What follows belongs to an exercise in optimizing a design on an open flow for small area and a short achievable clock period; a production flow would make more cautious choices. At most, simulation tests tie the RTL to the original design; equivalence was not proved.

==> flow/design.v <==
package cmd_pkg;
  typedef enum logic [2:0] {
    op_set_mode   = 3'd0,
    op_set_period = 3'd1,
    op_set_duty   = 3'd2,
    op_sample     = 3'd3,
    op_reset_time = 3'd4
  } cmd_op_e;
  typedef struct packed {
    logic [31:0] exec_time;
    logic [3:0]  pin;
    cmd_op_e     op;
    logic [15:0] value;
  } cmd_t;
  typedef struct packed {
    logic        en;
    logic [3:0]  pin;
    cmd_op_e     op;
    logic [15:0] value;
  } cmd_bus_t;
endpackage
package pin_pkg;
  typedef enum logic [1:0] {
    mode_low  = 2'd0,
    mode_high = 2'd1,
    mode_pwm  = 2'd2
  } pin_mode_e;
  typedef struct packed {
    logic [11:0] stamp;
    logic [2:0]  pin;
    logic        level;
  } sample_t;
endpackage
`timescale 1ns/1ns
module cmd_fifo #(
  parameter int DEPTH = 16,
  parameter int WIDTH = 16
) (
  input  logic             sys_clk,
  input  logic             global_clock_reset,
  input  logic             push,
  input  logic [WIDTH-1:0] din,
  input  logic             pop,
  output logic [WIDTH-1:0] dout,
  output logic             valid,
  output logic             full
);
  localparam int AW = $clog2(DEPTH);
  logic [WIDTH-1:0] mem [DEPTH];
  logic [AW-1:0]    wr_ptr;
  logic [AW-1:0]    rd_ptr;
  logic [AW:0]      count;
  logic             do_push;
  logic             do_pop;
  assign full    = count[AW];
  assign valid   = (count != '0);
  assign do_push = push && !full;
  assign do_pop  = pop && valid;
  assign dout    = mem[rd_ptr];
  always_ff @(posedge sys_clk) begin
    if (do_push) mem[wr_ptr] <= din;
  end
  always_ff @(posedge sys_clk) begin
    if (global_clock_reset) begin
      wr_ptr <= '0;
      rd_ptr <= '0;
      count  <= '0;
    end else begin
      if (do_push) wr_ptr <= wr_ptr + 1'b1;
      if (do_pop)  rd_ptr <= rd_ptr + 1'b1;
      count <= count + {{AW{1'b0}}, do_push} - {{AW{1'b0}}, do_pop};
    end
  end
endmodule
`timescale 1ns/1ns
module host_bus
(
  input  logic        sys_clk,
  input  logic        global_clock_reset,
  input  logic        host_cs,
  input  logic        host_wr,
  input  logic [7:0]  host_addr,
  input  logic [15:0] host_wdata,
  output logic [15:0] host_rdata,
  output logic        cmd_push,
  output logic [52:0] cmd,
  input  logic        cmd_full,
  input  logic        cmd_empty,
  input  logic        sample_valid,
  input  logic [15:0] sample,
  input  logic        sample_overflow,
  output logic        sample_pop
);
  logic [15:0] time_lo;
  logic [15:0] time_hi;
  logic [3:0]  pin_q;
  logic [2:0]  op_q;
  logic [15:0] value_q;
  logic        cmd_overflow;
  logic        wr_access;
  logic        rd_access;
  logic        pd;
  logic [1:0]  kind;
  assign wr_access = host_cs && host_wr;
  assign rd_access = host_cs && !host_wr;
  assign pd   = (op_q == 3'd1 || op_q == 3'd2) && !pin_q[3];
  assign kind = (op_q == 3'd0 && !pin_q[3]) ? 2'd1 :
                (op_q == 3'd3) ? 2'd2 :
                (op_q == 3'd4) ? 2'd3 : 2'd0;
  assign cmd = {time_hi, time_lo, pd, op_q[1], pin_q[2:0], value_q[15:4],
                pd ? value_q[3:2] : kind, value_q[1:0]};
  assign sample_pop = rd_access && (host_addr == 8'd9) && sample_valid;
  always_ff @(posedge sys_clk) begin
    if (wr_access) begin
      case (host_addr)
        8'd0: time_lo <= host_wdata;
        8'd1: time_hi <= host_wdata;
        8'd2:     pin_q   <= host_wdata[3:0];
        8'd3:  op_q    <= host_wdata[2:0];
        8'd4:   value_q <= host_wdata;
        default: ;
      endcase
    end
  end
  always_ff @(posedge sys_clk) begin
    if (global_clock_reset) begin
      cmd_push     <= 1'b0;
      cmd_overflow <= 1'b0;
    end else begin
      cmd_push <= wr_access && (host_addr == 8'd5);
      if (cmd_push && cmd_full) cmd_overflow <= 1'b1;
    end
  end
  always_ff @(posedge sys_clk) begin
    case (host_addr)
      8'd0: host_rdata <= time_lo;
      8'd1: host_rdata <= time_hi;
      8'd2:     host_rdata <= {12'd0, pin_q};
      8'd3:  host_rdata <= {13'd0, op_q};
      8'd4:   host_rdata <= value_q;
      8'd8:
        host_rdata <= {11'd0, sample_overflow, sample_valid, cmd_overflow, cmd_full, cmd_empty};
      8'd9:  host_rdata <= sample_valid ? sample : 16'd0;
      default:              host_rdata <= 16'd0;
    endcase
  end
endmodule
`timescale 1ns/1ns
module scheduler
(
  input  logic        sys_clk,
  input  logic        global_clock_reset,
  input  logic        cmd_push,
  input  logic [52:0] cmd_in,
  output logic        cmd_full,
  output logic        cmd_empty,
  output logic        bus_en,
  output logic [20:0] bus_p,
  output logic [31:0] global_time
);
  logic [52:0] mem [15];
  logic [52:0] head;
  logic [3:0]  rd_ptr;
  logic [3:0]  wr_ptr;
  logic [4:0]  count;
  logic        nz;
  logic        one;
  logic        push_ok;
  logic        due;
  logic        is_rst;
  assign nz        = (count != 5'd0);
  assign one       = (count == 5'd1);
  assign cmd_full  = count[4];
  assign cmd_empty = !nz;
  assign push_ok   = cmd_push && !count[4];
  assign is_rst    = !head[20] && head[3] && head[2];
  assign due       = nz && (global_time >= head[52:21]);
  always_ff @(posedge sys_clk) begin
    if (push_ok && nz) mem[wr_ptr] <= cmd_in;
  end
  always_ff @(posedge sys_clk) begin
    head <= due ? (one ? cmd_in : mem[rd_ptr]) : (nz ? head : cmd_in);
  end
  always_ff @(posedge sys_clk) begin
    if (global_clock_reset) begin
      count  <= '0;
      rd_ptr <= '0;
      wr_ptr <= '0;
    end else begin
      count <= count + {4'd0, push_ok} - {4'd0, due};
      if (push_ok && nz) wr_ptr <= (wr_ptr == 4'd14) ? 4'd0 : wr_ptr + 4'd1;
      if (due && (!one || push_ok)) rd_ptr <= (rd_ptr == 4'd14) ? 4'd0 : rd_ptr + 4'd1;
    end
  end
  always_ff @(posedge sys_clk) begin
    if (global_clock_reset) begin
      global_time <= '0;
      bus_en      <= 1'b0;
    end else begin
      global_time <= (due && is_rst) ? 32'd0 : global_time + 32'd1;
      bus_en      <= due && !is_rst;
    end
  end
  always_ff @(posedge sys_clk) begin
    bus_p <= head[20:0];
  end
endmodule
`timescale 1ns/1ns
module pin_control
#(
  parameter int pin_index = 0
) (
  input  logic        sys_clk,
  input  logic        global_clock_reset,
  input  logic        bus_en,
  input  logic [20:0] bus_p,
  input  logic [15:0] value_m1,
  output logic        pin
);
  logic        is_high;
  logic        is_pwm;
  logic [15:0] pm1;       
  logic [15:0] duty;
  logic [15:0] cnt;
  logic        hit;
  logic        set_mode;
  logic        set_period;
  logic        set_duty;
  logic        high_n;
  logic        pwm_n;
  logic [15:0] duty_n;
  logic [15:0] cnt_inc;
  logic        step;
  assign hit        = bus_en && (bus_p[18:16] == 3'(pin_index));
  assign set_period = hit && bus_p[20] && !bus_p[19];
  assign set_duty   = hit && bus_p[20] && bus_p[19];
  assign set_mode   = hit && !bus_p[20] && (bus_p[3:2] == 2'd1);
  assign high_n  = set_mode ? (bus_p[1:0] == 2'd1) : is_high;
  assign pwm_n   = set_mode ? (bus_p[1:0] == 2'd2) : is_pwm;
  assign duty_n  = set_duty ? bus_p[15:0] : duty;
  assign cnt_inc = cnt + 16'd1;
  assign step    = is_pwm && (cnt != pm1) && !set_period;
  always_ff @(posedge sys_clk) begin
    if (global_clock_reset) begin
      is_high <= 1'b0;
      is_pwm  <= 1'b0;
      pm1     <= '0;
      duty    <= '0;
      cnt     <= '0;
      pin     <= 1'b0;
    end else begin
      is_high <= high_n;
      is_pwm  <= pwm_n;
      if (set_period) pm1 <= value_m1;
      if (set_duty) duty <= bus_p[15:0];
      cnt <= step ? cnt_inc : 16'd0;
      pin <= high_n || (pwm_n && (step ? (cnt_inc < duty_n) : (duty_n != 16'd0)));
    end
  end
endmodule
`timescale 1ns/1ns
module sample_collector
(
  input  logic                         sys_clk,
  input  logic                         global_clock_reset,
  input  logic                         bus_en,
  input  logic [20:0]                  bus_p,
  input  logic [8-1:0]  pins,
  input  logic [11:0]                  stamp,
  input  logic                         sample_pop,
  output logic [15:0]                  sample,
  output logic                         sample_valid,
  output logic                         sample_overflow
);
  logic capture_push;
  logic fifo_full;
  assign capture_push = bus_en && !bus_p[20] && (bus_p[3:2] == 2'd2);
  cmd_fifo #(
    .DEPTH (16),
    .WIDTH (16)
  ) i_sample_fifo (
    .sys_clk            (sys_clk),
    .global_clock_reset (global_clock_reset),
    .push               (capture_push),
    .din                ({stamp, bus_p[18:16], pins[bus_p[18:16]]}),
    .pop                (sample_pop),
    .dout               (sample),
    .valid              (sample_valid),
    .full               (fifo_full)
  );
  always_ff @(posedge sys_clk) begin
    if (global_clock_reset) begin
      sample_overflow <= 1'b0;
    end else if (capture_push && fifo_full) begin
      sample_overflow <= 1'b1;
    end
  end
endmodule
`timescale 1ns/1ns
module mecobo_core
(
  input  logic                        sys_clk,
  input  logic                        global_clock_reset,
  input  logic                        host_cs,
  input  logic                        host_wr,
  input  logic [7:0]                  host_addr,
  input  logic [15:0]                 host_wdata,
  output logic [15:0]                 host_rdata,
  output logic [8-1:0] pins
);
  logic [52:0] cmd_in;
  logic        cmd_push;
  logic        cmd_full;
  logic        cmd_empty;
  logic        bus_en;
  logic [20:0] bus_p;
  logic [15:0] value_m1;
  logic [31:0] global_time;
  logic [15:0] sample;
  logic        sample_valid;
  logic        sample_pop;
  logic        sample_overflow;
  host_bus i_host_bus (
    .sys_clk            (sys_clk),
    .global_clock_reset (global_clock_reset),
    .host_cs            (host_cs),
    .host_wr            (host_wr),
    .host_addr          (host_addr),
    .host_wdata         (host_wdata),
    .host_rdata         (host_rdata),
    .cmd_push           (cmd_push),
    .cmd                (cmd_in),
    .cmd_full           (cmd_full),
    .cmd_empty          (cmd_empty),
    .sample_valid       (sample_valid),
    .sample             (sample),
    .sample_overflow    (sample_overflow),
    .sample_pop         (sample_pop)
  );
  scheduler i_scheduler (
    .sys_clk            (sys_clk),
    .global_clock_reset (global_clock_reset),
    .cmd_push           (cmd_push),
    .cmd_in             (cmd_in),
    .cmd_full           (cmd_full),
    .cmd_empty          (cmd_empty),
    .bus_en             (bus_en),
    .bus_p              (bus_p),
    .global_time        (global_time)
  );
  assign value_m1 = (bus_p[15:0] == 16'd0) ? 16'd0 : bus_p[15:0] - 16'd1;
  for (genvar i = 0; i < 8; i++) begin : g_pin
    pin_control #(
      .pin_index (i)
    ) i_pin_control (
      .sys_clk            (sys_clk),
      .global_clock_reset (global_clock_reset),
      .bus_en             (bus_en),
      .bus_p              (bus_p),
      .value_m1           (value_m1),
      .pin                (pins[i])
    );
  end
  sample_collector i_sample_collector (
    .sys_clk            (sys_clk),
    .global_clock_reset (global_clock_reset),
    .bus_en             (bus_en),
    .bus_p              (bus_p),
    .pins               (pins),
    .stamp              (global_time[11:0]),
    .sample_pop         (sample_pop),
    .sample             (sample),
    .sample_valid       (sample_valid),
    .sample_overflow    (sample_overflow)
  );
endmodule
make LEC_CHECK=0 CAP_MARGIN=20 CORE_MARGIN=2 CORE_UTILIZATION=40 PLACE_DENSITY=0.6 SETUP_SLACK_MARGIN=3.4 SLEW_MARGIN=20 finish   # period 6.0 ns
run.sh (not shown) runs the stock make flow with config.mk's settings and CLKGATE_MAP_FILE= SYNTH_SCRIPT=/design/flow/synth_recipe.tcl, a recipe that flattens the netlist after the stock synthesis.
==> next run, changes <==
--- a/flow/design.v
+++ b/flow/design.v
@@ -69,5 +69,9 @@
       if (do_push) wr_ptr <= wr_ptr + 1'b1;
       if (do_pop)  rd_ptr <= rd_ptr + 1'b1;
-      count <= count + {{AW{1'b0}}, do_push} - {{AW{1'b0}}, do_pop};
+      case ({do_push, do_pop})
+        2'b10:   count <= count + 1'b1;
+        2'b01:   count <= count - 1'b1;
+        default: count <= count;
+      endcase
     end
   end
@@ -188,5 +192,9 @@
       wr_ptr <= '0;
     end else begin
-      count <= count + {4'd0, push_ok} - {4'd0, due};
+      case ({push_ok, due})
+        2'b10:   count <= count + 5'd1;
+        2'b01:   count <= count - 5'd1;
+        default: count <= count;
+      endcase
       if (push_ok && nz) wr_ptr <= (wr_ptr == 4'd14) ? 4'd0 : wr_ptr + 4'd1;
       if (due && (!one || push_ok)) rd_ptr <= (rd_ptr == 4'd14) ? 4'd0 : rd_ptr + 4'd1;
Result: Fmax rose by 6.9%. Clock skew stays flat. Wire length rose by 0.34%. Area after synthesis is about the same. Die area barely changes. Sequential share of layout area fell by 0.44 points. Critical path depth fell by 4. Cell area rose by 0.85%. Hold slack is better by 0.039 ns. Via count fell by 0.32%. Non-clock buffer count fell by 25.
The RTL of the second run of this note was laid out without a check of its function.

## afterwards: timing with drivers on the ports
No port has a modelled driver above. Below, the same layouts with a new extraction and two added sets of constraints.
Step 1 assumes that a clkbuf_16 drives the clock port and a buf_2 every other input.
Step 2 times the ports against the registers' clock, not the clock port: input delays grow and output delays shrink by t, the midpoint of the rising clock arrivals with the driver on.
Slacks: ideal ports / drivers / drivers and shift; pairs: ideal ports / drivers.
run	t, ns	setup slack, ns	slew at the worst register clock pin (ns)
the first run	0.873	2.507 / 2.507 / 2.467	0.07 / 0.07
the second run	0.902	2.733 / 2.778 / 1.876	0.07 / 0.07
After both steps every run listed still meets setup and hold. For the second run, which loses most, drivers alone change the setup slack by +0.045 ns; drivers and shift together by -0.857 ns.
